Context: an optimization exercise on an open-source flow, tuned for small area, a short achievable clock period and few clock cycles per item. The choices shown serve that exercise and are no tape-out recipe.
Only simulation tests tie the RTL to the original design; equivalence was not proved.

==> design/flow/design.v <==
`timescale 1ns / 1ps
module epoch_seconds_to_date (
    input  logic        i_clk,
    input  logic        i_rst_n,
    input  logic        start,
    output logic        busy,
    input  logic [31:0] i_epoch_seconds,
    output logic        o_done,
    output logic [11:0] o_year,
    output logic [3:0]  o_month,
    output logic [4:0]  o_day,
    output logic [4:0]  o_hour,
    output logic [5:0]  o_minute,
    output logic [5:0]  o_second
);
    localparam logic [31:0] SKIP_2100 = 32'd4107542400;
    logic [24:0] q;
    logic [0:0]  skip;
    logic        lz_a;
    assign q    = i_epoch_seconds[31:7];
    assign skip = i_epoch_seconds >= SKIP_2100;
    logic a1;
    logic a2;
    logic a3;
    logic a4;
    logic a5;
    logic a6;
    logic a7;
    logic a8;
    logic a9;
    logic a10;
    logic a11;
    logic a12;
    logic a13;
    logic a14;
    logic a15;
    logic a16;
    logic a17;
    logic a18;
    logic a19;
    logic a20;
    logic a21;
    logic a22;
    logic a23;
    logic a24;
    logic a25;
    logic a26;
    logic a27;
    logic a28;
    logic a29;
    logic a30;
    logic a31;
    logic a32;
    logic a33;
    logic a34;
    logic a35;
    logic a36;
    logic a37;
    logic a38;
    logic a39;
    logic a40;
    logic a41;
    logic a42;
    logic a43;
    logic a44;
    logic a45;
    logic a46;
    logic a47;
    logic a48;
    logic a49;
    logic a50;
    logic a51;
    logic a52;
    logic a53;
    logic a54;
    logic a55;
    logic a56;
    logic a57;
    logic a58;
    logic a59;
    logic a60;
    logic a61;
    logic a62;
    logic a63;
    logic a64;
    logic a65;
    logic a66;
    logic a67;
    logic a68;
    logic a69;
    logic a70;
    logic a71;
    logic a72;
    logic a73;
    logic a74;
    logic a75;
    logic a76;
    logic a77;
    logic a78;
    logic a79;
    logic a80;
    logic a81;
    logic a82;
    logic a83;
    logic a84;
    logic a85;
    logic a86;
    logic a87;
    logic a88;
    logic a89;
    logic a90;
    logic a91;
    logic a92;
    logic a93;
    logic a94;
    logic a95;
    logic a96;
    logic a97;
    logic a98;
    logic a99;
    logic a100;
    logic a101;
    logic a102;
    logic a103;
    logic a104;
    logic a105;
    logic a106;
    logic a107;
    logic a108;
    logic a109;
    logic a110;
    logic a111;
    logic a112;
    logic a113;
    logic a114;
    logic a115;
    logic a116;
    logic a117;
    logic a118;
    logic a119;
    logic a120;
    logic a121;
    logic a122;
    logic a123;
    logic a124;
    logic a125;
    logic a126;
    logic a127;
    logic a128;
    logic a129;
    logic a130;
    logic a131;
    logic a132;
    logic a133;
    logic a134;
    logic a135;
    logic a136;
    logic a137;
    logic a138;
    logic a139;
    logic a140;
    logic a141;
    logic a142;
    logic a143;
    logic a144;
    logic a145;
    logic a146;
    logic a147;
    logic a148;
    logic a149;
    logic a150;
    logic a151;
    logic a152;
    logic a153;
    logic a154;
    logic a155;
    logic a156;
    logic a157;
    logic a158;
    logic a159;
    logic a160;
    logic a161;
    logic a162;
    logic a163;
    logic a164;
    logic a165;
    logic a166;
    logic a167;
    logic a168;
    logic a169;
    logic a170;
    logic a171;
    logic a172;
    logic a173;
    logic a174;
    logic a175;
    logic a176;
    logic a177;
    logic a178;
    logic a179;
    logic a180;
    logic a181;
    logic a182;
    logic a183;
    logic a184;
    logic [18:0] dq_a, dq_b, dq_s;
    logic [15:0] dq;
    logic a185;
    logic a186;
    logic a187;
    logic a188;
    logic a189;
    logic a190;
    logic a191;
    logic a192;
    logic a193;
    logic a194;
    logic a195;
    logic a196;
    logic a197;
    logic a198;
    logic [8:0] n_yq_a, n_yq_b, n_yq_s;
    logic [7:0] n_yq;
    logic a199;
    logic a200;
    logic a201;
    logic a202;
    logic a203;
    logic a204;
    logic a205;
    logic a206;
    logic a207;
    logic a208;
    logic a209;
    logic a210;
    logic a211;
    logic a212;
    logic a213;
    logic a214;
    logic a215;
    logic a216;
    logic a217;
    logic a218;
    logic a219;
    logic a220;
    logic a221;
    logic a222;
    logic a223;
    logic a224;
    logic a225;
    logic a226;
    logic a227;
    logic a228;
    logic a229;
    logic a230;
    logic a231;
    logic a232;
    logic a233;
    logic a234;
    logic a235;
    logic a236;
    logic a237;
    logic a238;
    logic a239;
    logic a240;
    logic a241;
    logic a242;
    logic a243;
    logic a244;
    logic a245;
    logic a246;
    logic a247;
    logic a248;
    logic a249;
    logic a250;
    logic a251;
    logic a252;
    logic a253;
    logic a254;
    logic a255;
    logic a256;
    logic a257;
    logic a258;
    logic a259;
    logic a260;
    logic a261;
    logic a262;
    logic a263;
    logic a264;
    logic a265;
    logic a266;
    logic a267;
    logic a268;
    logic a269;
    logic a270;
    logic a271;
    logic a272;
    logic a273;
    logic a274;
    logic a275;
    logic a276;
    logic a277;
    logic a278;
    logic a279;
    logic a280;
    logic a281;
    logic a282;
    logic a283;
    logic a284;
    logic a285;
    logic a286;
    logic a287;
    logic a288;
    logic a289;
    logic a290;
    logic a291;
    logic a292;
    logic a293;
    logic a294;
    logic a295;
    logic a296;
    logic [10:0] n_rem0_a, n_rem0_b, n_rem0_s;
    logic [10:0] n_rem0;
    logic a297;
    logic a298;
    logic a299;
    logic a300;
    logic a301;
    logic a302;
    logic a303;
    logic a304;
    logic a305;
    logic a306;
    logic a307;
    logic a308;
    logic a309;
    logic a310;
    logic a311;
    logic a312;
    logic a313;
    logic a314;
    logic a315;
    logic a316;
    logic a317;
    logic a318;
    logic a319;
    logic a320;
    logic a321;
    logic a322;
    logic a323;
    logic a324;
    logic a325;
    logic a326;
    logic a327;
    logic a328;
    logic a329;
    logic a330;
    logic a331;
    logic a332;
    logic a333;
    logic a334;
    logic a335;
    logic a336;
    logic a337;
    logic a338;
    logic a339;
    logic a340;
    logic a341;
    logic a342;
    logic a343;
    logic a344;
    logic a345;
    logic a346;
    logic a347;
    logic a348;
    logic a349;
    logic a350;
    logic a351;
    logic a352;
    logic a353;
    logic a354;
    logic a355;
    logic a356;
    logic a357;
    logic a358;
    logic a359;
    logic a360;
    logic a361;
    logic a362;
    logic a363;
    logic a364;
    logic a365;
    logic a366;
    logic a367;
    logic a368;
    logic a369;
    logic a370;
    logic a371;
    logic [9:0] n_doy0_a, n_doy0_b, n_doy0_s;
    logic [9:0] n_doy0;
    logic a372;
    logic a373;
    logic a374;
    logic a375;
    logic a376;
    logic a377;
    logic a378;
    logic a379;
    logic a380;
    logic a381;
    logic a382;
    logic a383;
    logic a384;
    logic a385;
    logic a386;
    logic a387;
    logic a388;
    logic a389;
    logic a390;
    logic a391;
    logic a392;
    logic a393;
    logic a394;
    logic a395;
    logic a396;
    logic a397;
    logic a398;
    logic a399;
    logic a400;
    logic a401;
    logic a402;
    logic a403;
    logic a404;
    logic a405;
    logic a406;
    logic a407;
    logic a408;
    logic a409;
    logic a410;
    logic a411;
    logic a412;
    logic a413;
    logic a414;
    logic a415;
    logic a416;
    logic a417;
    logic [8:0] n_doyb_a, n_doyb_b, n_doyb_s;
    logic [8:0] n_doyb;
    assign lz_a = n_yq[1:0] == 2'd0;
    esd_ha u_a1 (.a(q[16]), .b(q[13]), .s(a1), .co(a2));
    esd_ha u_a3 (.a(q[22]), .b(q[19]), .s(a3), .co(a4));
    esd_ha u_a5 (.a(q[23]), .b(q[20]), .s(a5), .co(a6));
    esd_ha u_a7 (.a(q[19]), .b(q[16]), .s(a7), .co(a8));
    esd_ha u_a9 (.a(q[20]), .b(q[17]), .s(a9), .co(a10));
    esd_ha u_a11 (.a(q[21]), .b(q[18]), .s(a11), .co(a12));
    esd_ha u_a13 (.a(q[22]), .b(q[19]), .s(a13), .co(a14));
    esd_ha u_a15 (.a(q[21]), .b(q[18]), .s(a15), .co(a16));
    esd_fa u_a17 (.a(q[17]), .b(q[14]), .c(q[7]), .s(a17), .co(a18));
    assign a19 = a3 ^ q[9];
    assign a20 = a3 | q[9];
    esd_fa u_a21 (.a(a5), .b(q[10]), .c(a4), .s(a21), .co(a22));
    esd_fa u_a23 (.a(q[18]), .b(q[15]), .c(q[8]), .s(a23), .co(a24));
    esd_fa u_a25 (.a(q[24]), .b(q[21]), .c(q[11]), .s(a25), .co(a26));
    assign a27 = ~a6;
    esd_fa u_a28 (.a(a7), .b(q[9]), .c(a27), .s(a28), .co(a29));
    esd_ha u_a30 (.a(q[22]), .b(q[12]), .s(a30), .co(a31));
    esd_fa u_a32 (.a(a9), .b(q[10]), .c(a8), .s(a32), .co(a33));
    esd_ha u_a34 (.a(q[23]), .b(q[13]), .s(a34), .co(a35));
    esd_fa u_a36 (.a(a11), .b(q[11]), .c(a10), .s(a36), .co(a37));
    esd_ha u_a38 (.a(q[24]), .b(q[14]), .s(a38), .co(a39));
    esd_fa u_a40 (.a(a13), .b(q[12]), .c(a12), .s(a40), .co(a41));
    esd_fa u_a42 (.a(q[23]), .b(q[20]), .c(q[13]), .s(a42), .co(a43));
    assign a44 = a14 ^ q[15];
    assign a45 = a14 & ~q[15];
    esd_fa u_a46 (.a(q[24]), .b(q[21]), .c(q[14]), .s(a46), .co(a47));
    assign a48 = ~q[17];
    esd_fa u_a49 (.a(q[22]), .b(q[15]), .c(a48), .s(a49), .co(a50));
    esd_ha u_a51 (.a(q[23]), .b(q[16]), .s(a51), .co(a52));
    esd_ha u_a53 (.a(q[24]), .b(q[17]), .s(a53), .co(a54));
    esd_ha u_a55 (.a(a1), .b(q[6]), .s(a55), .co(a56));
    esd_fa u_a57 (.a(a17), .b(a19), .c(a2), .s(a57), .co(a58));
    assign a59 = ~a21;
    esd_fa u_a60 (.a(a23), .b(a18), .c(a59), .s(a60), .co(a61));
    assign a62 = ~a25;
    esd_fa u_a63 (.a(a28), .b(a24), .c(a62), .s(a63), .co(a64));
    assign a65 = ~a30;
    esd_fa u_a66 (.a(a32), .b(a29), .c(a65), .s(a66), .co(a67));
    assign a68 = ~a34;
    esd_fa u_a69 (.a(a36), .b(a33), .c(a68), .s(a69), .co(a70));
    assign a71 = ~a38;
    esd_fa u_a72 (.a(a40), .b(a37), .c(a71), .s(a72), .co(a73));
    assign a74 = ~a44;
    esd_fa u_a75 (.a(a42), .b(a41), .c(a74), .s(a75), .co(a76));
    esd_fa u_a77 (.a(a46), .b(q[16]), .c(a43), .s(a77), .co(a78));
    esd_ha u_a79 (.a(a49), .b(a47), .s(a79), .co(a80));
    assign a81 = ~q[18];
    esd_fa u_a82 (.a(a51), .b(a50), .c(a81), .s(a82), .co(a83));
    assign a84 = ~q[19];
    esd_fa u_a85 (.a(a53), .b(a52), .c(a84), .s(a85), .co(a86));
    assign a87 = ~q[20];
    esd_fa u_a88 (.a(q[18]), .b(a54), .c(a87), .s(a88), .co(a89));
    assign a90 = a15 ^ q[8];
    assign a91 = a15 | q[8];
    assign a92 = ~a16;
    esd_fa u_a93 (.a(a57), .b(a56), .c(a92), .s(a93), .co(a94));
    assign a95 = ~a20;
    esd_fa u_a96 (.a(a60), .b(a58), .c(a95), .s(a96), .co(a97));
    assign a98 = ~a22;
    esd_fa u_a99 (.a(a63), .b(a61), .c(a98), .s(a99), .co(a100));
    assign a101 = ~a26;
    esd_fa u_a102 (.a(a66), .b(a64), .c(a101), .s(a102), .co(a103));
    assign a104 = ~a31;
    esd_fa u_a105 (.a(a69), .b(a67), .c(a104), .s(a105), .co(a106));
    assign a107 = ~a35;
    esd_fa u_a108 (.a(a72), .b(a70), .c(a107), .s(a108), .co(a109));
    assign a110 = ~a39;
    esd_fa u_a111 (.a(a75), .b(a73), .c(a110), .s(a111), .co(a112));
    esd_fa u_a113 (.a(a77), .b(a45), .c(a76), .s(a113), .co(a114));
    esd_fa u_a115 (.a(a79), .b(q[16]), .c(a78), .s(a115), .co(a116));
    esd_ha u_a117 (.a(a82), .b(a80), .s(a117), .co(a118));
    esd_ha u_a119 (.a(a85), .b(a83), .s(a119), .co(a120));
    esd_ha u_a121 (.a(a88), .b(a86), .s(a121), .co(a122));
    esd_fa u_a123 (.a(q[21]), .b(q[19]), .c(a89), .s(a123), .co(a124));
    assign a125 = ~q[21];
    esd_fa u_a126 (.a(q[22]), .b(q[20]), .c(a125), .s(a126), .co(a127));
    assign a128 = ~q[22];
    esd_fa u_a129 (.a(q[23]), .b(q[21]), .c(a128), .s(a129), .co(a130));
    assign a131 = ~q[23];
    esd_fa u_a132 (.a(q[24]), .b(q[22]), .c(a131), .s(a132), .co(a133));
    assign a134 = q[23] ^ q[24];
    assign a135 = q[23] & ~q[24];
    esd_ha u_a136 (.a(a117), .b(q[16]), .s(a136), .co(a137));
    esd_ha u_a138 (.a(a119), .b(a118), .s(a138), .co(a139));
    esd_ha u_a140 (.a(a121), .b(a120), .s(a140), .co(a141));
    esd_ha u_a142 (.a(a123), .b(a122), .s(a142), .co(a143));
    esd_ha u_a144 (.a(a126), .b(a124), .s(a144), .co(a145));
    esd_ha u_a146 (.a(a129), .b(a127), .s(a146), .co(a147));
    esd_ha u_a148 (.a(a132), .b(a130), .s(a148), .co(a149));
    assign a150 = a133 ^ a134;
    assign a151 = a133 & ~a134;
    assign a152 = a135 ^ q[24];
    assign a153 = a135 & ~q[24];
    esd_ha u_a154 (.a(a138), .b(q[16]), .s(a154), .co(a155));
    esd_ha u_a156 (.a(a140), .b(a139), .s(a156), .co(a157));
    esd_ha u_a158 (.a(a142), .b(a141), .s(a158), .co(a159));
    esd_ha u_a160 (.a(a144), .b(a143), .s(a160), .co(a161));
    esd_ha u_a162 (.a(a146), .b(a145), .s(a162), .co(a163));
    esd_ha u_a164 (.a(a148), .b(a147), .s(a164), .co(a165));
    assign a166 = a149 ^ a150;
    assign a167 = a149 & ~a150;
    assign a168 = a151 ^ a152;
    assign a169 = a151 & ~a152;
    esd_ha u_a170 (.a(a156), .b(q[16]), .s(a170), .co(a171));
    assign a172 = ~q[16];
    esd_fa u_a173 (.a(a158), .b(a157), .c(a172), .s(a173), .co(a174));
    esd_ha u_a175 (.a(a160), .b(a159), .s(a175), .co(a176));
    esd_ha u_a177 (.a(a162), .b(a161), .s(a177), .co(a178));
    esd_ha u_a179 (.a(a164), .b(a163), .s(a179), .co(a180));
    assign a181 = a165 ^ a166;
    assign a182 = a165 & ~a166;
    assign a183 = a167 ^ a168;
    assign a184 = a167 & ~a168;
    assign dq_a = {~a183, ~a181, a179, a177, a175, a173, a170, a154, a136, a115, a113, a111, a108, a105, a102, a99, a96, a93, a90};
    assign dq_b = {a182, a180, a178, a176, a174, a171, a155, a137, a116, a114, a112, a109, a106, a103, a100, a97, a94, ~a91, a55};
    assign dq_s = dq_a + dq_b;
    assign dq = dq_s[18:3];
    esd_ha u_a185 (.a(q[21]), .b(q[17]), .s(a185), .co(a186));
    esd_ha u_a187 (.a(q[22]), .b(q[18]), .s(a187), .co(a188));
    esd_ha u_a189 (.a(q[23]), .b(q[19]), .s(a189), .co(a190));
    esd_ha u_a191 (.a(q[24]), .b(q[20]), .s(a191), .co(a192));
    esd_ha u_a193 (.a(a189), .b(a188), .s(a193), .co(a194));
    esd_ha u_a195 (.a(a191), .b(a190), .s(a195), .co(a196));
    esd_ha u_a197 (.a(q[21]), .b(a192), .s(a197), .co(a198));
    assign n_yq_a = {1'b0, q[24], q[23], q[22], a197, a195, a193, a187, a185};
    assign n_yq_b = {1'b0, 1'b0, 1'b0, a198, a196, a194, 1'b1, a186, 1'b1};
    assign n_yq_s = n_yq_a + n_yq_b;
    assign n_yq = n_yq_s[8:1];
    assign a199 = dq[9] ^ dq[8];
    assign a200 = dq[9] | dq[8];
    assign a201 = dq[10] ^ dq[9];
    assign a202 = dq[10] | dq[9];
    assign a203 = dq[5] ^ dq[4];
    assign a204 = dq[5] | dq[4];
    assign a205 = dq[6] ^ dq[5];
    assign a206 = dq[6] | dq[5];
    esd_ha u_a207 (.a(dq[7]), .b(dq[6]), .s(a207), .co(a208));
    assign a209 = dq[2] ^ dq[0];
    assign a210 = dq[2] | dq[0];
    esd_fa u_a211 (.a(dq[8]), .b(dq[7]), .c(dq[3]), .s(a211), .co(a212));
    assign a213 = q[8] ^ dq[1];
    assign a214 = q[8] & ~dq[1];
    esd_ha u_a215 (.a(dq[4]), .b(dq[2]), .s(a215), .co(a216));
    assign a217 = ~dq[0];
    esd_fa u_a218 (.a(a199), .b(q[9]), .c(a217), .s(a218), .co(a219));
    esd_fa u_a220 (.a(dq[5]), .b(dq[3]), .c(dq[1]), .s(a220), .co(a221));
    assign a222 = ~a200;
    esd_fa u_a223 (.a(a201), .b(q[10]), .c(a222), .s(a223), .co(a224));
    assign a225 = dq[1] ^ dq[0];
    assign a226 = dq[1] | dq[0];
    assign a227 = dq[2] ^ dq[1];
    assign a228 = dq[2] | dq[1];
    assign a229 = dq[3] ^ dq[2];
    assign a230 = dq[3] | dq[2];
    assign a231 = dq[4] ^ dq[3];
    assign a232 = dq[4] | dq[3];
    assign a233 = ~dq[0];
    esd_fa u_a234 (.a(a203), .b(q[5]), .c(a233), .s(a234), .co(a235));
    assign a236 = ~dq[1];
    esd_fa u_a237 (.a(a205), .b(q[6]), .c(a236), .s(a237), .co(a238));
    assign a239 = ~a207;
    esd_fa u_a240 (.a(a209), .b(q[7]), .c(a239), .s(a240), .co(a241));
    esd_fa u_a242 (.a(a211), .b(a213), .c(a208), .s(a242), .co(a243));
    assign a244 = ~a215;
    esd_fa u_a245 (.a(a218), .b(a214), .c(a244), .s(a245), .co(a246));
    assign a247 = ~a220;
    esd_fa u_a248 (.a(a223), .b(a219), .c(a247), .s(a248), .co(a249));
    esd_ha u_a250 (.a(a225), .b(q[1]), .s(a250), .co(a251));
    assign a252 = ~a226;
    esd_fa u_a253 (.a(a227), .b(q[2]), .c(a252), .s(a253), .co(a254));
    assign a255 = ~a228;
    esd_fa u_a256 (.a(a229), .b(q[3]), .c(a255), .s(a256), .co(a257));
    assign a258 = ~a230;
    esd_fa u_a259 (.a(a231), .b(q[4]), .c(a258), .s(a259), .co(a260));
    assign a261 = ~a234;
    esd_ha u_a262 (.a(a232), .b(a261), .s(a262), .co(a263));
    assign a264 = ~a204;
    esd_fa u_a265 (.a(a237), .b(a235), .c(a264), .s(a265), .co(a266));
    assign a267 = ~a206;
    esd_fa u_a268 (.a(a240), .b(a238), .c(a267), .s(a268), .co(a269));
    assign a270 = ~a241;
    esd_fa u_a271 (.a(a242), .b(a210), .c(a270), .s(a271), .co(a272));
    assign a273 = ~a245;
    esd_fa u_a274 (.a(a212), .b(a243), .c(a273), .s(a274), .co(a275));
    assign a276 = ~a216;
    esd_fa u_a277 (.a(a248), .b(a246), .c(a276), .s(a277), .co(a278));
    esd_ha u_a279 (.a(a253), .b(a251), .s(a279), .co(a280));
    esd_ha u_a281 (.a(a256), .b(a254), .s(a281), .co(a282));
    esd_ha u_a283 (.a(a259), .b(a257), .s(a283), .co(a284));
    assign a285 = a260 ^ a262;
    assign a286 = a260 & ~a262;
    assign a287 = a265 ^ a263;
    assign a288 = a265 & ~a263;
    esd_ha u_a289 (.a(a268), .b(a266), .s(a289), .co(a290));
    assign a291 = a269 ^ a271;
    assign a292 = a269 & ~a271;
    assign a293 = a274 ^ a272;
    assign a294 = a274 | a272;
    assign a295 = a277 ^ a275;
    assign a296 = a277 & ~a275;
    assign n_rem0_a = {~a295, a293, ~a291, a289, ~a287, ~a285, a283, a281, a279, dq[0], dq[0]};
    assign n_rem0_b = {~a294, a292, a290, a288, a286, a284, a282, a280, ~dq[0], a250, q[0]};
    assign n_rem0_s = n_rem0_a + n_rem0_b;
    assign n_rem0 = n_rem0_s[10:0];
    esd_ha u_a297 (.a(dq[0]), .b(skip[0]), .s(a297), .co(a298));
    esd_ha u_a299 (.a(dq[4]), .b(n_yq[2]), .s(a299), .co(a300));
    esd_ha u_a301 (.a(n_yq[5]), .b(n_yq[7]), .s(a301), .co(a302));
    esd_ha u_a303 (.a(dq[5]), .b(n_yq[3]), .s(a303), .co(a304));
    esd_fa u_a305 (.a(dq[6]), .b(n_yq[4]), .c(n_yq[2]), .s(a305), .co(a306));
    esd_fa u_a307 (.a(dq[7]), .b(n_yq[5]), .c(n_yq[3]), .s(a307), .co(a308));
    assign a309 = n_yq[0] ^ n_yq[7];
    assign a310 = n_yq[0] & ~n_yq[7];
    esd_fa u_a311 (.a(dq[8]), .b(n_yq[6]), .c(n_yq[4]), .s(a311), .co(a312));
    esd_fa u_a313 (.a(dq[9]), .b(n_yq[7]), .c(n_yq[5]), .s(a313), .co(a314));
    assign a315 = ~n_yq[2];
    esd_ha u_a316 (.a(n_yq[0]), .b(a315), .s(a316), .co(a317));
    assign a318 = n_yq[0] ^ n_yq[2];
    assign a319 = n_yq[0] | n_yq[2];
    assign a320 = ~n_yq[1];
    esd_fa u_a321 (.a(dq[1]), .b(a298), .c(a320), .s(a321), .co(a322));
    assign a323 = ~n_yq[2];
    esd_fa u_a324 (.a(dq[2]), .b(n_yq[0]), .c(a323), .s(a324), .co(a325));
    assign a326 = ~n_yq[3];
    esd_fa u_a327 (.a(dq[3]), .b(n_yq[1]), .c(a326), .s(a327), .co(a328));
    assign a329 = ~n_yq[4];
    esd_fa u_a330 (.a(a299), .b(n_yq[0]), .c(a329), .s(a330), .co(a331));
    esd_fa u_a332 (.a(a303), .b(n_yq[1]), .c(a300), .s(a332), .co(a333));
    esd_fa u_a334 (.a(a305), .b(n_yq[6]), .c(a304), .s(a334), .co(a335));
    assign a336 = ~a309;
    esd_fa u_a337 (.a(a307), .b(a306), .c(a336), .s(a337), .co(a338));
    esd_fa u_a339 (.a(a311), .b(a308), .c(a310), .s(a339), .co(a340));
    esd_fa u_a341 (.a(a313), .b(a312), .c(n_yq[1]), .s(a341), .co(a342));
    esd_ha u_a343 (.a(a318), .b(a297), .s(a343), .co(a344));
    assign a345 = ~a321;
    esd_fa u_a346 (.a(n_yq[3]), .b(a319), .c(a345), .s(a346), .co(a347));
    assign a348 = ~n_yq[4];
    esd_fa u_a349 (.a(a324), .b(a322), .c(a348), .s(a349), .co(a350));
    assign a351 = ~n_yq[5];
    esd_fa u_a352 (.a(a327), .b(a325), .c(a351), .s(a352), .co(a353));
    assign a354 = ~n_yq[6];
    esd_fa u_a355 (.a(a330), .b(a328), .c(a354), .s(a355), .co(a356));
    assign a357 = ~a301;
    esd_fa u_a358 (.a(a332), .b(a331), .c(a357), .s(a358), .co(a359));
    assign a360 = ~a302;
    esd_fa u_a361 (.a(a334), .b(a333), .c(a360), .s(a361), .co(a362));
    assign a363 = ~n_yq[6];
    esd_fa u_a364 (.a(a337), .b(a335), .c(a363), .s(a364), .co(a365));
    assign a366 = ~n_yq[1];
    esd_fa u_a367 (.a(a339), .b(a338), .c(a366), .s(a367), .co(a368));
    assign a369 = ~a316;
    esd_fa u_a370 (.a(a341), .b(a340), .c(a369), .s(a370), .co(a371));
    assign n_doy0_a = {a370, a367, a364, a361, a358, a355, a352, a349, ~a346, a343};
    assign n_doy0_b = {a368, a365, a362, a359, a356, a353, a350, ~a347, a344, 1'b1};
    assign n_doy0_s = n_doy0_a + n_doy0_b;
    assign n_doy0 = n_doy0_s[9:0];
    esd_ha u_a372 (.a(a343), .b(lz_a), .s(a372), .co(a373));
    assign a374 = ~a346;
    esd_fa u_a375 (.a(a344), .b(a373), .c(a374), .s(a375), .co(a376));
    assign a377 = ~a349;
    esd_ha u_a378 (.a(a347), .b(a377), .s(a378), .co(a379));
    esd_ha u_a380 (.a(a352), .b(a350), .s(a380), .co(a381));
    esd_ha u_a382 (.a(a355), .b(a353), .s(a382), .co(a383));
    esd_ha u_a384 (.a(a358), .b(a356), .s(a384), .co(a385));
    esd_ha u_a386 (.a(a361), .b(a359), .s(a386), .co(a387));
    esd_ha u_a388 (.a(a364), .b(a362), .s(a388), .co(a389));
    esd_ha u_a390 (.a(a367), .b(a365), .s(a390), .co(a391));
    esd_ha u_a392 (.a(a382), .b(a381), .s(a392), .co(a393));
    esd_ha u_a394 (.a(a384), .b(a383), .s(a394), .co(a395));
    esd_ha u_a396 (.a(a386), .b(a385), .s(a396), .co(a397));
    esd_ha u_a398 (.a(a388), .b(a387), .s(a398), .co(a399));
    esd_ha u_a400 (.a(a390), .b(a389), .s(a400), .co(a401));
    esd_ha u_a402 (.a(a394), .b(a393), .s(a402), .co(a403));
    esd_ha u_a404 (.a(a396), .b(a395), .s(a404), .co(a405));
    esd_ha u_a406 (.a(a398), .b(a397), .s(a406), .co(a407));
    esd_ha u_a408 (.a(a400), .b(a399), .s(a408), .co(a409));
    esd_ha u_a410 (.a(a404), .b(a403), .s(a410), .co(a411));
    esd_ha u_a412 (.a(a406), .b(a405), .s(a412), .co(a413));
    esd_ha u_a414 (.a(a408), .b(a407), .s(a414), .co(a415));
    esd_ha u_a416 (.a(a414), .b(a413), .s(a416), .co(a417));
    assign n_doyb_a = {a416, a412, a410, a402, a392, a379, ~a378, a375, 1'b0};
    assign n_doyb_b = {1'b1, a411, 1'b1, 1'b1, ~a379, a380, a376, 1'b1, a372};
    assign n_doyb_s = n_doyb_a + n_doyb_b;
    assign n_doyb = n_doyb_s[8:0];
    logic        r_vld;
    logic [10:0] r_rem0;
    logic [9:0]  r_doy0;
    logic [8:0]  r_doyb;
    logic [7:0]  r_yq;
    logic [6:0]  r_s7;        
    always_ff @(posedge i_clk) begin
        if (!i_rst_n) r_vld <= 1'b0;
        else          r_vld <= start;
    end
    always_ff @(posedge i_clk) begin
        r_rem0 <= n_rem0;
        r_doy0 <= n_doy0;
        r_doyb <= n_doyb;
        r_yq   <= n_yq;
        r_s7   <= i_epoch_seconds[6:0];
    end
    logic        negr;
    logic        negy;
    logic        lz;
    logic        wrap;
    logic [8:0]  base;
    logic [8:0]  doy;         
    logic [3:0]  mp;          
    logic [8:0]  mstart;
    logic        jf;          
    logic [11:0] year_m1, year_0, year_p1;
    assign negr = r_rem0[10];
    assign negy = r_doy0[9];
    assign lz   = r_yq[1:0] == 2'd0;
    assign base = negy ? r_doyb : r_doy0[8:0];
    assign wrap = negr && (base == 9'd0);
    assign doy  = wrap ? 9'd364 + 9'(lz) : base - 9'(negr);
    assign year_m1 = 12'd1967 + 12'(r_yq);
    assign year_0  = 12'd1968 + 12'(r_yq);
    assign year_p1 = 12'd1969 + 12'(r_yq);
    always_comb begin
        mp = 4'd0;
        if (doy >= 9'd31)  mp = 4'd1;
        if (doy >= 9'd61)  mp = 4'd2;
        if (doy >= 9'd92)  mp = 4'd3;
        if (doy >= 9'd122) mp = 4'd4;
        if (doy >= 9'd153) mp = 4'd5;
        if (doy >= 9'd184) mp = 4'd6;
        if (doy >= 9'd214) mp = 4'd7;
        if (doy >= 9'd245) mp = 4'd8;
        if (doy >= 9'd275) mp = 4'd9;
        if (doy >= 9'd306) mp = 4'd10;
        if (doy >= 9'd337) mp = 4'd11;
        case (mp)
            4'd0:    mstart = 9'd0;
            4'd1:    mstart = 9'd31;
            4'd2:    mstart = 9'd61;
            4'd3:    mstart = 9'd92;
            4'd4:    mstart = 9'd122;
            4'd5:    mstart = 9'd153;
            4'd6:    mstart = 9'd184;
            4'd7:    mstart = 9'd214;
            4'd8:    mstart = 9'd245;
            4'd9:    mstart = 9'd275;
            4'd10:   mstart = 9'd306;
            default: mstart = 9'd337;
        endcase
    end
    logic [13:0] u;
    logic [15:0] x;
    logic w1;
    logic w2;
    logic w3;
    logic w4;
    logic w5;
    logic w6;
    logic w7;
    logic w8;
    logic w9;
    logic w10;
    logic w11;
    logic w12;
    logic w13;
    logic w14;
    logic w15;
    logic w16;
    logic w17;
    logic w18;
    logic w19;
    logic w20;
    logic w21;
    logic w22;
    logic w23;
    logic w24;
    logic w25;
    logic w26;
    logic w27;
    logic w28;
    logic w29;
    logic w30;
    logic w31;
    logic w32;
    logic w33;
    logic w34;
    logic w35;
    logic w36;
    logic w37;
    logic w38;
    logic w39;
    logic w40;
    logic w41;
    logic w42;
    logic w43;
    logic w44;
    logic w45;
    logic w46;
    logic w47;
    logic w48;
    logic w49;
    logic w50;
    logic w51;
    logic w52;
    logic w53;
    logic w54;
    logic w55;
    logic w56;
    logic w57;
    logic w58;
    logic w59;
    logic w60;
    logic w61;
    logic w62;
    logic w63;
    logic w64;
    logic w65;
    logic w66;
    logic w67;
    logic w68;
    logic w69;
    logic w70;
    logic w71;
    logic w72;
    logic w73;
    logic w74;
    logic w75;
    logic w76;
    logic w77;
    logic w78;
    logic w79;
    logic w80;
    logic w81;
    logic w82;
    logic w83;
    logic w84;
    logic w85;
    logic w86;
    logic w87;
    logic w88;
    logic w89;
    logic w90;
    logic w91;
    logic w92;
    logic w93;
    logic w94;
    logic w95;
    logic w96;
    logic w97;
    logic w98;
    logic w99;
    logic w100;
    logic w101;
    logic w102;
    logic w103;
    logic w104;
    logic w105;
    logic w106;
    logic w107;
    logic w108;
    logic w109;
    logic w110;
    logic w111;
    logic w112;
    logic w113;
    logic w114;
    logic w115;
    logic w116;
    logic w117;
    logic w118;
    logic w119;
    logic w120;
    logic w121;
    logic w122;
    logic w123;
    logic w124;
    logic w125;
    logic w126;
    logic w127;
    logic w128;
    logic w129;
    logic w130;
    logic w131;
    logic [13:0] h0_a, h0_b, h0_s;
    logic [4:0] h0;
    logic w132;
    logic w133;
    logic w134;
    logic w135;
    logic w136;
    logic w137;
    logic w138;
    logic w139;
    logic w140;
    logic w141;
    logic w142;
    logic w143;
    logic w144;
    logic w145;
    logic w146;
    logic w147;
    logic w148;
    logic w149;
    logic w150;
    logic w151;
    logic w152;
    logic w153;
    logic w154;
    logic w155;
    logic w156;
    logic w157;
    logic w158;
    logic w159;
    logic w160;
    logic w161;
    logic w162;
    logic w163;
    logic w164;
    logic w165;
    logic w166;
    logic w167;
    logic w168;
    logic w169;
    logic w170;
    logic w171;
    logic w172;
    logic w173;
    logic w174;
    logic w175;
    logic w176;
    logic w177;
    logic w178;
    logic w179;
    logic w180;
    logic w181;
    logic w182;
    logic w183;
    logic w184;
    logic w185;
    logic w186;
    logic w187;
    logic w188;
    logic w189;
    logic w190;
    logic w191;
    logic w192;
    logic w193;
    logic w194;
    logic w195;
    logic w196;
    logic w197;
    logic w198;
    logic w199;
    logic w200;
    logic w201;
    logic w202;
    logic w203;
    logic w204;
    logic w205;
    logic w206;
    logic w207;
    logic w208;
    logic w209;
    logic w210;
    logic w211;
    logic w212;
    logic w213;
    logic w214;
    logic w215;
    logic w216;
    logic w217;
    logic w218;
    logic w219;
    logic w220;
    logic w221;
    logic w222;
    logic w223;
    logic w224;
    logic w225;
    logic w226;
    logic w227;
    logic w228;
    logic w229;
    logic w230;
    logic w231;
    logic w232;
    logic w233;
    logic w234;
    logic w235;
    logic w236;
    logic w237;
    logic w238;
    logic w239;
    logic w240;
    logic w241;
    logic w242;
    logic w243;
    logic w244;
    logic w245;
    logic w246;
    logic w247;
    logic w248;
    logic w249;
    logic w250;
    logic [11:0] mt0_a, mt0_b, mt0_s;
    logic [5:0] mt0;
    assign u = {r_rem0, r_s7[6:4]};
    assign x = {r_rem0, r_s7[6:2]};
    esd_ha u_w1 (.a(u[9]), .b(u[7]), .s(w1), .co(w2));
    esd_fa u_w3 (.a(u[10]), .b(u[8]), .c(u[7]), .s(w3), .co(w4));
    esd_ha u_w5 (.a(u[3]), .b(u[0]), .s(w5), .co(w6));
    esd_fa u_w7 (.a(u[11]), .b(u[9]), .c(u[8]), .s(w7), .co(w8));
    esd_ha u_w9 (.a(u[4]), .b(u[1]), .s(w9), .co(w10));
    esd_fa u_w11 (.a(u[12]), .b(u[10]), .c(u[9]), .s(w11), .co(w12));
    esd_ha u_w13 (.a(u[5]), .b(u[2]), .s(w13), .co(w14));
    esd_fa u_w15 (.a(u[11]), .b(u[10]), .c(u[6]), .s(w15), .co(w16));
    assign w17 = ~u[3];
    esd_ha u_w18 (.a(u[13]), .b(w17), .s(w18), .co(w19));
    esd_fa u_w20 (.a(u[12]), .b(u[11]), .c(u[7]), .s(w20), .co(w21));
    esd_fa u_w22 (.a(u[12]), .b(u[8]), .c(u[5]), .s(w22), .co(w23));
    esd_ha u_w24 (.a(w1), .b(u[6]), .s(w24), .co(w25));
    esd_fa u_w26 (.a(w3), .b(w5), .c(w2), .s(w26), .co(w27));
    esd_fa u_w28 (.a(w7), .b(w9), .c(w4), .s(w28), .co(w29));
    esd_fa u_w30 (.a(w11), .b(w13), .c(w8), .s(w30), .co(w31));
    esd_fa u_w32 (.a(w15), .b(w12), .c(w14), .s(w32), .co(w33));
    assign w34 = ~u[4];
    esd_fa u_w35 (.a(w20), .b(w16), .c(w34), .s(w35), .co(w36));
    esd_fa u_w37 (.a(w22), .b(w21), .c(u[4]), .s(w37), .co(w38));
    esd_fa u_w39 (.a(u[9]), .b(u[6]), .c(w23), .s(w39), .co(w40));
    esd_ha u_w41 (.a(u[10]), .b(u[7]), .s(w41), .co(w42));
    esd_ha u_w43 (.a(u[11]), .b(u[8]), .s(w43), .co(w44));
    esd_ha u_w45 (.a(u[12]), .b(u[9]), .s(w45), .co(w46));
    esd_ha u_w47 (.a(w24), .b(u[2]), .s(w47), .co(w48));
    esd_ha u_w49 (.a(w26), .b(w25), .s(w49), .co(w50));
    esd_fa u_w51 (.a(w28), .b(w6), .c(w27), .s(w51), .co(w52));
    esd_fa u_w53 (.a(w30), .b(w10), .c(w29), .s(w53), .co(w54));
    assign w55 = ~w18;
    esd_fa u_w56 (.a(w32), .b(w31), .c(w55), .s(w56), .co(w57));
    assign w58 = ~w19;
    esd_fa u_w59 (.a(w35), .b(w33), .c(w58), .s(w59), .co(w60));
    assign w61 = ~u[13];
    esd_fa u_w62 (.a(w37), .b(w36), .c(w61), .s(w62), .co(w63));
    assign w64 = ~u[13];
    esd_fa u_w65 (.a(w39), .b(w38), .c(w64), .s(w65), .co(w66));
    esd_ha u_w67 (.a(w41), .b(w40), .s(w67), .co(w68));
    esd_ha u_w69 (.a(w43), .b(w42), .s(w69), .co(w70));
    esd_ha u_w71 (.a(w45), .b(w44), .s(w71), .co(w72));
    assign w73 = ~u[13];
    esd_fa u_w74 (.a(u[10]), .b(w46), .c(w73), .s(w74), .co(w75));
    esd_ha u_w76 (.a(w49), .b(w48), .s(w76), .co(w77));
    esd_ha u_w78 (.a(w51), .b(w50), .s(w78), .co(w79));
    esd_ha u_w80 (.a(w53), .b(w52), .s(w80), .co(w81));
    esd_ha u_w82 (.a(w56), .b(w54), .s(w82), .co(w83));
    esd_ha u_w84 (.a(w59), .b(w57), .s(w84), .co(w85));
    esd_ha u_w86 (.a(w62), .b(w60), .s(w86), .co(w87));
    esd_ha u_w88 (.a(w65), .b(w63), .s(w88), .co(w89));
    esd_ha u_w90 (.a(w67), .b(w66), .s(w90), .co(w91));
    esd_ha u_w92 (.a(w69), .b(w68), .s(w92), .co(w93));
    esd_ha u_w94 (.a(w71), .b(w70), .s(w94), .co(w95));
    esd_ha u_w96 (.a(w74), .b(w72), .s(w96), .co(w97));
    assign w98 = w75 ^ u[11];
    assign w99 = w75 & ~u[11];
    assign w100 = u[11] ^ u[12];
    assign w101 = u[11] & ~u[12];
    esd_ha u_w102 (.a(w90), .b(w89), .s(w102), .co(w103));
    esd_ha u_w104 (.a(w92), .b(w91), .s(w104), .co(w105));
    esd_ha u_w106 (.a(w94), .b(w93), .s(w106), .co(w107));
    esd_ha u_w108 (.a(w96), .b(w95), .s(w108), .co(w109));
    assign w110 = w97 ^ w98;
    assign w111 = w97 & ~w98;
    assign w112 = w99 ^ w100;
    assign w113 = w99 & ~w100;
    esd_ha u_w114 (.a(w104), .b(w103), .s(w114), .co(w115));
    esd_ha u_w116 (.a(w106), .b(w105), .s(w116), .co(w117));
    esd_ha u_w118 (.a(w108), .b(w107), .s(w118), .co(w119));
    assign w120 = w109 ^ w110;
    assign w121 = w109 & ~w110;
    assign w122 = w111 ^ w112;
    assign w123 = w111 & ~w112;
    esd_ha u_w124 (.a(w116), .b(w115), .s(w124), .co(w125));
    esd_ha u_w126 (.a(w118), .b(w117), .s(w126), .co(w127));
    assign w128 = w119 ^ w120;
    assign w129 = w119 & ~w120;
    assign w130 = w121 ^ w122;
    assign w131 = w121 & ~w122;
    assign h0_a = {~w130, ~w128, w126, w124, w114, w102, w88, w86, w84, w82, w80, w78, w76, w47};
    assign h0_b = {w129, w127, w125, 1'b1, 1'b1, 1'b1, w87, w85, w83, w81, w79, w77, 1'b1, ~u[13]};
    assign h0_s = h0_a + h0_b;
    assign h0 = h0_s[13:9];
    esd_ha u_w132 (.a(x[14]), .b(x[10]), .s(w132), .co(w133));
    esd_ha u_w134 (.a(x[11]), .b(x[7]), .s(w134), .co(w135));
    esd_ha u_w136 (.a(x[12]), .b(x[8]), .s(w136), .co(w137));
    esd_ha u_w138 (.a(x[13]), .b(x[9]), .s(w138), .co(w139));
    esd_ha u_w140 (.a(x[14]), .b(x[10]), .s(w140), .co(w141));
    esd_fa u_w142 (.a(x[11]), .b(x[7]), .c(x[3]), .s(w142), .co(w143));
    esd_ha u_w144 (.a(x[12]), .b(x[8]), .s(w144), .co(w145));
    esd_ha u_w146 (.a(x[13]), .b(x[9]), .s(w146), .co(w147));
    esd_ha u_w148 (.a(x[14]), .b(x[10]), .s(w148), .co(w149));
    esd_ha u_w150 (.a(w132), .b(x[6]), .s(w150), .co(w151));
    esd_fa u_w152 (.a(w134), .b(x[3]), .c(w133), .s(w152), .co(w153));
    esd_fa u_w154 (.a(w136), .b(x[4]), .c(x[0]), .s(w154), .co(w155));
    esd_fa u_w156 (.a(w138), .b(x[5]), .c(x[1]), .s(w156), .co(w157));
    esd_fa u_w158 (.a(w140), .b(x[6]), .c(x[2]), .s(w158), .co(w159));
    assign w160 = ~x[15];
    esd_fa u_w161 (.a(w142), .b(w141), .c(w160), .s(w161), .co(w162));
    esd_fa u_w163 (.a(w144), .b(x[4]), .c(w143), .s(w163), .co(w164));
    esd_fa u_w165 (.a(w146), .b(x[5]), .c(w145), .s(w165), .co(w166));
    esd_fa u_w167 (.a(w148), .b(x[6]), .c(w147), .s(w167), .co(w168));
    esd_fa u_w169 (.a(x[11]), .b(x[7]), .c(w149), .s(w169), .co(w170));
    esd_ha u_w171 (.a(x[12]), .b(x[8]), .s(w171), .co(w172));
    esd_ha u_w173 (.a(x[13]), .b(x[9]), .s(w173), .co(w174));
    esd_ha u_w175 (.a(w150), .b(x[2]), .s(w175), .co(w176));
    assign w177 = ~x[15];
    esd_fa u_w178 (.a(w152), .b(w151), .c(w177), .s(w178), .co(w179));
    esd_fa u_w180 (.a(w154), .b(w135), .c(w153), .s(w180), .co(w181));
    esd_fa u_w182 (.a(w156), .b(w137), .c(w155), .s(w182), .co(w183));
    esd_fa u_w184 (.a(w158), .b(w139), .c(w157), .s(w184), .co(w185));
    esd_ha u_w186 (.a(w161), .b(w159), .s(w186), .co(w187));
    esd_ha u_w188 (.a(w163), .b(w162), .s(w188), .co(w189));
    esd_ha u_w190 (.a(w165), .b(w164), .s(w190), .co(w191));
    esd_ha u_w192 (.a(w167), .b(w166), .s(w192), .co(w193));
    assign w194 = ~x[15];
    esd_fa u_w195 (.a(w169), .b(w168), .c(w194), .s(w195), .co(w196));
    esd_ha u_w197 (.a(w171), .b(w170), .s(w197), .co(w198));
    esd_ha u_w199 (.a(w173), .b(w172), .s(w199), .co(w200));
    esd_ha u_w201 (.a(w186), .b(w185), .s(w201), .co(w202));
    esd_ha u_w203 (.a(w188), .b(w187), .s(w203), .co(w204));
    esd_ha u_w205 (.a(w190), .b(w189), .s(w205), .co(w206));
    esd_ha u_w207 (.a(w192), .b(w191), .s(w207), .co(w208));
    esd_ha u_w209 (.a(w195), .b(w193), .s(w209), .co(w210));
    esd_ha u_w211 (.a(w197), .b(w196), .s(w211), .co(w212));
    esd_ha u_w213 (.a(w199), .b(w198), .s(w213), .co(w214));
    esd_ha u_w215 (.a(w203), .b(w202), .s(w215), .co(w216));
    esd_ha u_w217 (.a(w205), .b(w204), .s(w217), .co(w218));
    esd_ha u_w219 (.a(w207), .b(w206), .s(w219), .co(w220));
    esd_ha u_w221 (.a(w209), .b(w208), .s(w221), .co(w222));
    esd_ha u_w223 (.a(w211), .b(w210), .s(w223), .co(w224));
    esd_ha u_w225 (.a(w213), .b(w212), .s(w225), .co(w226));
    esd_ha u_w227 (.a(w217), .b(w216), .s(w227), .co(w228));
    esd_ha u_w229 (.a(w219), .b(w218), .s(w229), .co(w230));
    esd_ha u_w231 (.a(w221), .b(w220), .s(w231), .co(w232));
    esd_ha u_w233 (.a(w223), .b(w222), .s(w233), .co(w234));
    esd_ha u_w235 (.a(w225), .b(w224), .s(w235), .co(w236));
    esd_ha u_w237 (.a(w229), .b(w228), .s(w237), .co(w238));
    esd_ha u_w239 (.a(w231), .b(w230), .s(w239), .co(w240));
    esd_ha u_w241 (.a(w233), .b(w232), .s(w241), .co(w242));
    esd_ha u_w243 (.a(w235), .b(w234), .s(w243), .co(w244));
    esd_ha u_w245 (.a(w241), .b(w240), .s(w245), .co(w246));
    esd_ha u_w247 (.a(w243), .b(w242), .s(w247), .co(w248));
    esd_ha u_w249 (.a(w247), .b(w246), .s(w249), .co(w250));
    assign mt0_a = {w249, w245, w239, w237, w227, w215, w201, w184, w182, w180, w178, w175};
    assign mt0_b = {1'b1, 1'b1, w238, 1'b1, 1'b1, 1'b1, 1'b1, w183, w181, w179, w176, 1'b1};
    assign mt0_s = mt0_a + mt0_b;
    assign mt0 = mt0_s[11:6];
    assign busy     = 1'b0;
    assign o_done   = r_vld;
    assign jf       = doy >= 9'd306;
    assign o_year   = (jf == (negy || wrap)) ? year_0 : (jf ? year_p1 : year_m1);
    assign o_month  = jf ? mp - 4'd9 : mp + 4'd3;
    assign o_day    = 5'(doy) - 5'(mstart) + 5'd1;
    assign o_hour   = h0 + (negr ? 5'd24 : 5'd0);
    assign o_minute = mt0 + {h0[3:0], 2'b00};
    assign o_second = {x[3:0] + mt0[3:0], r_s7[1:0]};
endmodule
module esd_fa (
    input  logic a,
    input  logic b,
    input  logic c,
    output logic s,
    output logic co
);
    assign s  = a ^ b ^ c;
    assign co = (a & b) | (a & c) | (b & c);
endmodule
module esd_ha (
    input  logic a,
    input  logic b,
    output logic s,
    output logic co
);
    assign s  = a ^ b;
    assign co = a & b;
endmodule
==> design/flow/run.sh <==
#!/bin/bash
# synth_recipe.tcl (not shown) runs the flow's synth.tcl, then flattens the netlist and writes it again
# the make line also repeats each setting of config.mk as NAME=value (left out here)
make -C /OpenROAD-flow-scripts/flow DESIGN_CONFIG=/design/flow/config.mk WORK_HOME=/design/flow/orfs CLKGATE_MAP_FILE= SYNTH_SCRIPT=/design/flow/synth_recipe.tcl finish
==> design/flow/config.mk <==
export PLATFORM = sky130hd
export DESIGN_NAME = epoch_seconds_to_date
export DESIGN_NICKNAME = epoch_seconds_to_date
export VERILOG_FILES = /design/flow/design.v
export SDC_FILE = /design/flow/constraint.sdc
export NUM_CORES = 4
export LEC_CHECK = 0
export CAP_MARGIN = 20
export CORE_MARGIN = 2
export CORE_UTILIZATION = 40
export SLEW_MARGIN = 20
export SYNTH_HIERARCHICAL = 1
==> design/flow/constraint.sdc <==
create_clock -name core_clock -period 20.0 [get_ports {i_clk}]
set_input_delay 4.0000 -clock core_clock [delete_from_list [all_inputs] [get_ports {i_clk}]]
set_output_delay 4.0000 -clock core_clock [all_outputs]
set_load 0.01 [all_outputs]
==> summary.txt <==
==> kinds of logic (layout without fill, tap and decap cells) <==
group,Yosys count,in the layout,share of synthesized area (%)
flops,46,46,9.73
buf+inv,112,184,4.75
fa+ha+maj,364,364,57.4
simple gates,140,140,8.49
xor+xnor,84,84,8.05
other cells,1,1,0.0396
compound gates,141,141,10.2
mux,12,12,1.30
==> worst paths after layout <==
check             cells past startpoint                start  slack (ns)   endpoint
hold / removal                        1   i_epoch_seconds[6]        4.13    r_s7[6]
setup / recovery                     25  i_epoch_seconds[30]        8.20  r_doyb[8]
==> registers in the layout (all words and copies together) (netlist names) <==
name,count
r_doy0,10
r_s7,7
r_yq,8
r_rem0,11
r_doyb,9
r_vld,1
==> Yosys cell counts (all sizes together), types with 3 or more instances <==
cell	count	area share [%]
a2111oi	4	0.37
a211oi	5	0.53
a21o	15	1.2
a21oi	43	2.3
and2	8	0.53
and3	3	0.25
buf	8	0.59
clkbuf	3	0.12
dfxtp	46	9.7
fa	117	25
ha	247	33
inv	101	4.0
mux2i	10	1.1
nand2	18	0.74
nand2b	6	0.40
nand3	11	0.58
nand4	3	0.20
nor2	30	1.2
nor2b	13	0.94
nor3	8	0.42
nor3b	5	0.40
nor4	6	0.40
nor4b	4	0.37
o211ai	4	0.32
o21a	6	0.48
o21ai	19	1.0
o21bai	13	1.0
o31ai	5	0.40
or2	6	0.40
or3	6	0.40
xnor2	56	5.4
xor2	28	2.7
==> Yosys stat by module, one instance, submodules excluded <==
module | area (sq um) | copies in the design
esd_fa | 20.0 | 109
esd_ha | 12.5 | 145
epoch_seconds_to_date | 5470 | 1
==> through the flow <==
step	cells	hold slack, ns	area [sq um]	util (%)
after floorplan	900	4.03	9460	-
after CTS	1290	4.12	10700	45.9
final	1291	4.13	10700	45.9
after detailed placement	1282	4.45	10500	45.1
after global placement	1282	4.45	10500	45.1
after global routing	1291	4.13	10700	45.9
==> worst max-delay path: cells and delay by family <==
family / cells / cell delay [ns]
compound gates: 5 / 1.01
buf+inv: 2 / 0.79
fa+ha+maj: 13 / 5.16
xor+xnor: 2 / 0.51
simple gates: 3 / 0.54
==> metal layers <==
layer,up-vias,track usage (%)
li1,3264,-
met1,3077,21.6
met2,78,27.3
met3,7,1.31
met4,0,2.77
met5,-,0
==> area by class of cell <==
type	instances	area, sq um
clock inverters	3	48.8
flip-flops and latches	46	921
inverters	101	382
repair buffers	75	743
well taps	319	399
multi-input cells	742	8100
clock buffers	5	125
fillers	2185	12600
==> impl_metrics.ini <==
[outcome]
status = finished clean

[floorplan]
die_height_um = 158
io_pins = 75
rows = 56
dieWidth_um = 158
start_util_pct = 40.6
core_sq_um = 23300
dieArea_sq_um = 24900

[routing]
dr_wl_met2_um = 8700
wl_per_cell_um = 14.2
wl_met3_um = 346
drt_pass1_iterations = 4
vias = 6426
antenna_left = 0
routed_wl_um = 18400
wl_met1_um = 9220
avgViaCountPerCell = 4.98
drt_iter0_markers = 177
drcViolationCount = 0
topRoutingLayerUsed = met4

[placed_design]
port-buffer-count = 73
gp_congestion = 0.831
dp_slack_ns = 7.86
hpwl_um = 15900

[finish]
layout.nets = 1370
area_growth_pct = 13.2
drive_gt1_share_pct = 3.19
final_common_cell = ha_1
antennaDiodeCount = 0
final_cell_mix = 247 x ha_1, 117 x fa_1, 100 x inv_1

[clocking]
cts_tree = built
htreeDepth = 2
post_cts_resized = 0
clockBufferDepth = 2
post-cts-setup-buffers = 0
cts_hold_buf = 0
cts.reportedPaths.clkPinSlew_ns = 0.07
cts_buffers = 5
numClockSinks = 46
cts-root-buf = clkbuf_16

[critical_path]
path_common_cell = ha_1
cp_data_required_time_ns = 20.22
critPathMaxStageDelay_ns = 0.74
path_class = input pin to flop
start_kind = input pin
cp-end-kind = flop
crit_path_max_fanout = 9
cp_data_arrival_time_ns = 12.03
critical_path.slowest_cell = clkdlybuf4s50_1

[timing]
drv_slew = 0
finalCritPeriodShare_pct = 59.0
setup_ws_ns = 8.20
finalCriticalPeriod_ns = 11.80
final-setup-viol-count = 0
rsz0062_at_grt = false
tightest_slew_ns = 0.895
hold_violations = 0
slew_headroom_pct = 40.2
fmax_ghz = 0.0847
tns_ns = 0

[synth]
ys_ff_latch = 46
synth_flop_cell = dfxtp_1
syn_area_sq_um = 9460
yosysSeqAreaShare_pct = 9.73
synth_cell_type_count = 73
syn-num-nets = 1299
syn_inst = 900
syn_area_per_cell_sq_um = 10.5
yosys_warnings = 7
async_reset_ff_share_pct = 0
synth_edf_count = 0

[global_route]
grt_pass1_vias = 6675
grt_use_total_pct = 15.7
antenna_found_initial = 0
grt_pass1_wl_um = 31800
grt_max_degree = 27
overflow = 0

[worst_hold_path]
hold_class = input pin to flop

[run]
drv_cap = 0
Testbench counts, summed over its fixed seeds: cycles 3,208, items 3,200.

-- port drivers added, routing unchanged --
In the flow no input, the clock included, has a driving cell. The finished layout below was timed again as built, in two steps.
Step 1 (the two cells are an assumption about what drives the block):
set clk [get_ports {i_clk}]
set_driving_cell -lib_cell sky130_fd_sc_hd__clkbuf_16 $clk
set_driving_cell -lib_cell sky130_fd_sc_hd__buf_2 [delete_from_list [all_inputs] $clk]
Step 2 adds t to the input delays and takes it off the output delays; t is the mean of the earliest and latest rising clock arrival at the registers after step 1. Input paths then give back, and output paths get back, about the clock's delay inside the block.
Three values: ideal, step 1, step 2; two values: the first two.
t, ns: 0.336
setup slack, ns: 8.197 / 8.214 / 7.878
latest minus earliest clock arrival (ns): 0.011 / 0.011
slew at the worst register clock pin (ns): 0.07 / 0.07
worst slew at a driven data input, ns: 0.03
After both steps setup and hold are still met in this run. For this run, drivers alone change the setup slack by +0.017 ns; drivers and shift together by -0.319 ns.
